This design comes from an exercise in tuning for small area on the open sky130 flow, not from production work. The RTL was checked by simulation tests, not by an equivalence proof against the original design. Power and IR drop assume default switching activity.

==> module vga_controller, before the edit <==
module vga_controller
(
   input  wire        clk_36MHz,
   input  wire        arst_n,
   input  wire [2:0]  tile_colour,    
   input  wire [2:0]  bg_colour,
   output logic [3:0] rd_row,
   output logic       advance,    
   output logic [24:0] vga
);
   localparam int HT = video_timing_pkg::H_TOTAL;
   localparam int VT = video_timing_pkg::V_TOTAL;
   localparam int AH = video_timing_pkg::ACTIVE_H;
   localparam int AV = video_timing_pkg::ACTIVE_V;
   localparam int HS = AH + video_timing_pkg::H_FP;      
   localparam int HE = HS + video_timing_pkg::H_PULSE;   
   localparam int VS = AV + video_timing_pkg::V_FP;
   localparam int VE = VS + video_timing_pkg::V_PULSE;
   logic [9:0] h, h_n;
   logic [8:0] v, v_n;
   logic [1:0] run;       
   logic [2:0] colour;    
   logic       act;
   always_comb
   begin
      h_n = (h == 10'(HT - 1)) ? '0 : h + 10'(run[1]);
      v_n = v;
      if (h == 10'(AH - 1))
         v_n = (v == 9'(VT - 1)) ? '0 : v + 1'b1;
   end
   assign advance = (h[4:0] == 5'd30) && ((h < 10'(AH - 2)) || (h >= 10'(HT - 2)));
   assign rd_row  = v[8:5];
   always_ff @(posedge clk_36MHz or negedge arst_n)
   begin
      if (!arst_n)
      begin
         h      <= 10'(AH);
         v      <= 9'(AV);
         run    <= '0;
      end
      else
      begin
         h      <= h_n;
         v      <= v_n;
         run    <= {run[0], 1'b1};
      end
   end
   always_ff @(posedge clk_36MHz)
      colour <= (tile_colour != 3'd0) ? tile_colour : bg_colour;
   assign act        = (h < 10'(AH)) && (v < 9'(AV));
   assign vga[24]    = !((h >= 10'(HS)) && (h < 10'(HE)));
   assign vga[23]    = !((v >= 9'(VS)) && (v < 9'(VE)));
   assign vga[22:20] = act ? colour : '0;
   assign vga[19:10] = act ? h : '0;
   assign vga[9:0]   = act ? {1'b0, v} : '0;
endmodule
==> flow/config.mk <==
export PLATFORM = sky130hd
export DESIGN_NAME = tile_display_top
export DESIGN_NICKNAME = tile_display_top
export VERILOG_FILES = /design/flow/design.v
export SDC_FILE = /design/flow/constraint.sdc
export NUM_CORES = 4
export LEC_CHECK = 0
export ABC_AREA = 1
export CAP_MARGIN = 20
export CORE_MARGIN = 2
export CORE_UTILIZATION = 70
export CTS_BUF_LIST = sky130_fd_sc_hd__clkbuf_16
export CTS_CLUSTER_DIAMETER = 80
export CTS_CLUSTER_SIZE = 32
export PLACE_DENSITY = 0.85
export SLEW_MARGIN = 20
==> flow/constraint.sdc <==
create_clock -name core_clock -period 27.7 [get_ports {clk_36MHz}]
set_input_delay 5.5400 -clock core_clock [delete_from_list [all_inputs] [get_ports {clk_36MHz}]]
set_output_delay 5.5400 -clock core_clock [all_outputs]
set_load 0.01 [all_outputs]
standard.sh (not shown) runs the stock make flow with config.mk's settings and CLKGATE_MAP_FILE= SYNTH_SCRIPT=/design/flow/synth_recipe.tcl, a recipe that flattens the netlist after the stock synthesis.
==> flow/flow/run.sh <==
#!/bin/bash
# The standard layout (standard.sh), with three changes:
#  - synthesis maps the logic with an area-only ABC script (strash; dch;
#    map -a) instead of ORFS's abc_area.script; registers are mapped
#    before ABC runs, so they are the standard synthesis's;
#  - port buffers use buf_1;
#  - CTS inserts no dummy loads.
# Each tool's output goes to its own log under orfs/logs; make's output
# goes to synth.log and flow.log here.
set -euo pipefail
W=$PWD
rm -rf "$W/synth_scripts"
cp -r "$FLOW_HOME/scripts" "$W/synth_scripts"
printf 'strash\ndch\nmap -a\ntopo\nstime -c\n' > "$W/synth_scripts/abc_area.script"
SCRIPTS_DIR="$W/synth_scripts" bash standard.sh synth > synth.log 2>&1
export BUFFER_PORTS_ARGS="-buffer_cell sky130_fd_sc_hd__buf_1"
export CTS_ARGS="-sink_clustering_enable -repair_clock_nets -dont_use_dummy_load -buf_list sky130_fd_sc_hd__clkbuf_8 -sink_clustering_size 20 -sink_clustering_max_diameter 50"
bash standard.sh > flow.log 2>&1
Edit:
--- a/flow/design.v
+++ b/flow/design.v
@@ -250,4 +250,5 @@
          v      <= 9'(AV);
          run    <= '0;
+         colour <= '0;
       end
       else
@@ -256,8 +257,7 @@
          v      <= v_n;
          run    <= {run[0], 1'b1};
+         colour <= (tile_colour != 3'd0) ? tile_colour : bg_colour;
       end
    end
-   always_ff @(posedge clk_36MHz)
-      colour <= (tile_colour != 3'd0) ? tile_colour : bg_colour;
    assign act        = (h < 10'(AH)) && (v < 9'(AV));
    assign vga[24]    = !((h >= 10'(HS)) && (h < 10'(HE)));
After rerunning: Cell count barely changes; non-clock buffer count came out lower by 1; total power shrinks by 1.8%; routed wire length goes down by 2.7%; clock skew is higher by 0.0096 ns; hold slack gains 0.022 ns; global-route usage fell by 0.68 points; via count came out lower by 1.0%; area after synthesis is about the same; setup slack loses 0.034 ns.

what the ideal ports hide:
In the flow no input, the clock included, has a driving cell. The finished layouts below were timed again as built, in two steps. Step 1 (the two cells are an assumption about what drives the block):
set clk [get_ports {clk_36MHz}]
set_driving_cell -lib_cell sky130_fd_sc_hd__clkbuf_16 $clk
set_driving_cell -lib_cell sky130_fd_sc_hd__buf_2 [delete_from_list [all_inputs] $clk]
Step 2 moves the port delays by t, midway between the first and last clock arrival at a register: inputs arrive t later, outputs are due t later. That takes back most of the time a late clock gives input paths. a / b / c = ideal / step 1 / step 2; a / b = the first two.
| run | shift t [ns] | setup WS [ns] | worst hold slack (ns) | worst setup path after step 2 |
|---|---|---|---|---|
| the first run | 0.674 | 19.592 / 19.544 / 20.219 | 0.286 / 0.286 / 0.286 | register to output |
| the second run | 0.665 | 19.558 / 19.508 / 20.174 | 0.308 / 0.308 / 0.308 | register to output |
After both steps setup and hold are still met in every run listed.
